Source: an optimization exercise on an open RTL-to-GDS flow (aim: small area). Production flows keep margins and buffers that such runs may drop. Only simulation tests tie the RTL to the original design; equivalence was not proved. The flow treats the clock pin as an ideal source, which a real chip does not have. Power and IR drop assume default switching activity.

==> inputs of trial 2 <==
Design leveltwo_top, start of the top module:
module leveltwo_top
#(
    parameter int META_DELAY = 4
) (
    input  wire  logic                                    clk_i,
    input  wire  logic                                    arst_n_i,
    input  wire  logic [l2_pkg::NTIO*l2_pkg::TRIG_W-1:0]  tio_trig_i,
    input  wire  logic [l2_pkg::NTIO*l2_pkg::META_W-1:0]  tio_meta_i,
    input  wire  logic                                    holdoff_i,
    input  wire  logic                                    dead_i,
    input  wire  logic                                    logictype_i,
    input  wire  logic                                    rf_en_i,
    input  wire  logic [l2_pkg::MASK_LF_LSB+1:0]          mask_i,
    output logic [l2_pkg::NTIO*l2_pkg::META_W-1:0]        tio_meta_o,
    output logic [l2_pkg::NPOL*l2_pkg::NSECT-1:0]         leveltwo_o,
    output logic [l2_pkg::NPOL-1:0]                       mie_o,
    output logic [1:0]                                    lf_o,
    output logic                                          aux_o,
    output logic                                          levelthree_o,
    output logic                                          trig_o
);
==> flow/config.mk <==
export PLATFORM = sky130hd
export DESIGN_NAME = leveltwo_top
export DESIGN_NICKNAME = leveltwo_top
export VERILOG_FILES = /design/flow/design.v
export SDC_FILE = /design/flow/constraint.sdc
export NUM_CORES = 4
export LEC_CHECK = 0
export CAP_MARGIN = 20
export CORE_MARGIN = 2
export CORE_UTILIZATION = 62
export GPL_TIMING_DRIVEN = 0
export SLEW_MARGIN = 20
==> flow/constraint.sdc <==
create_clock -name core_clock -period 3.0 [get_ports {clk_i}]
set_input_delay 0.6000 -clock core_clock [delete_from_list [all_inputs] [get_ports {clk_i}]]
set_output_delay 0.6000 -clock core_clock [all_outputs]
set_load 0.01 [all_outputs]
standard.sh (not shown) runs the stock make flow with config.mk's settings and CLKGATE_MAP_FILE= SYNTH_SCRIPT=/design/flow/synth_recipe.tcl, a recipe that flattens the netlist after the stock synthesis.
==> flow/flow/run.sh <==
#!/bin/bash
# The standard layout (standard.sh) with the port buffer cells chosen
# here (a delay cell on inputs, buf_1 on outputs) and CTS without dummy loads.
set -euo pipefail
export IN_BUF_CELL=sky130_fd_sc_hd__dlygate4sd1_1
export PRE_GLOBAL_PLACE_TCL=$PWD/flow/pre_gpl.tcl
export BUFFER_PORTS_ARGS="-outputs -buffer_cell sky130_fd_sc_hd__buf_1"
export CTS_ARGS="-sink_clustering_enable -repair_clock_nets -dont_use_dummy_load -sink_clustering_size 30 -sink_clustering_max_diameter 60"
bash standard.sh finish > standard_flow.log 2>&1
==> flow/flow/pre_gpl.tcl <==
# inputs get their own port buffer cell; outputs are buffered by the
# standard buffer_ports call (BUFFER_PORTS_ARGS in run.sh)
buffer_ports -inputs -buffer_cell $::env(IN_BUF_CELL)
==> build 8 (differences from trial 2) <==
==> flow/flow/run.sh (replaced) <==
#!/bin/bash
# The standard layout (standard.sh) with buf_1 port buffers, hold repair
# with plain buffers only, and CTS without dummy loads.
set -euo pipefail
export IN_BUF_CELL=sky130_fd_sc_hd__buf_1
export PRE_GLOBAL_PLACE_TCL=$PWD/flow/pre_gpl.tcl
export BUFFER_PORTS_ARGS="-outputs -buffer_cell sky130_fd_sc_hd__buf_1"
export CTS_ARGS="-sink_clustering_enable -repair_clock_nets -dont_use_dummy_load -sink_clustering_size 34 -sink_clustering_max_diameter 70"
export PRE_CTS_TCL=$PWD/flow/no_dly.tcl
export PRE_GLOBAL_ROUTE_TCL=$PWD/flow/no_dly.tcl
export PRE_DETAIL_ROUTE_TCL=$PWD/flow/no_dly.tcl
bash standard.sh finish > standard_flow.log 2>&1
==> flow/flow/no_dly.tcl (new file) <==
# repair hold with plain buffers rather than the large delay cells
set_dont_use [get_lib_cells {sky130_fd_sc_hd__dlygate* sky130_fd_sc_hd__clkdlybuf* sky130_fd_sc_hd__dlymetal*}]
==> flow/flow/pre_gpl.tcl (replaced) <==
# as the timing-driven standard flow does, drop synthesis buffers first
remove_buffers
# inputs get their own port buffer cell; outputs are buffered by the
# standard buffer_ports call (BUFFER_PORTS_ARGS in run.sh)
buffer_ports -inputs -buffer_cell $::env(IN_BUF_CELL)
- CAP_MARGIN: 20 -> 10
- CORE_UTILIZATION: 62 -> 70
- SLEW_MARGIN: 20 -> 10
==> comparison table <==
item	trial 2	build 8
Outcome	complete, no violations	complete, no violations
Pint	19.33 mW	18.76 mW
Fraction of cell area in non-clock buffers	12.40%	7.399%
Post-Place Setup Slack	-1544 ps	-885.2 ps
Required time at the endpoint of the critical path	2400 ps	3490 ps
Relative slew slack	43.60%	45.65%
Met1 demand-to-capacity share in global routing	30.56%	29.98%
Drt initial violations	944	862
Std cell rows	77	72
Height of the chip	214.6 µm	202.2 µm
Count of non-filler cells in the finished layout	3062	2931
Final HPWL DP	47660 µm	41840 µm
Vias per inst	5.037	5.093
Core Area	0.04403 mm²	0.03874 mm²
Maximum number of pins on one net before global-route repair	31	107
DR WL/cell	21.02 µm	19.73 µm
Signed area change from the synthesized netlist to the final layout	21.34%	13.57%
Worst vdd ir	657.2 µV	576.2 µV
Area of all sequential standard cells	0.02296 mm²	0.02297 mm²
Power spent charging and discharging nets	5.094 mW	4.890 mW
Cts bufs inserted	48	40
Fraction of area in multi-input gates	12.64%	13.44%
Slowest stage delay, CP	420 ps	550 ps
Comb pwr share	5.0%	4.3%
Startpoint of the lowest-slack hold path	tio_meta_i[20]	tio_meta_i[46]

-- re-timing with driven ports --
In the flow no input, the clock included, has a driving cell. The finished layouts below were timed again as built, in two steps.
Step 1: set_driving_cell puts a clkbuf_16 on clk_i and a buf_2 on each other input, an assumption about the parent block.
Step 2 adds t to the input delays and takes it off the output delays; t is the mean of the earliest and latest rising clock arrival at the registers after step 1. Input paths then give back, and output paths get back, about the clock's delay inside the block.
Three values: ideal, step 1, step 2; two values: the first two.
run	shift t [ns]	setup WS [ns]	clock arrival spread, ns	worst data-port slew with drivers (ns)
trial 2	0.660	0.086 / 0.029 / 0.100	0.057 / 0.057	0.13
build 8	0.621	0.125 / 0.125 / 0.125	0.057 / 0.057	0.13
After both steps every run listed still meets setup and hold.
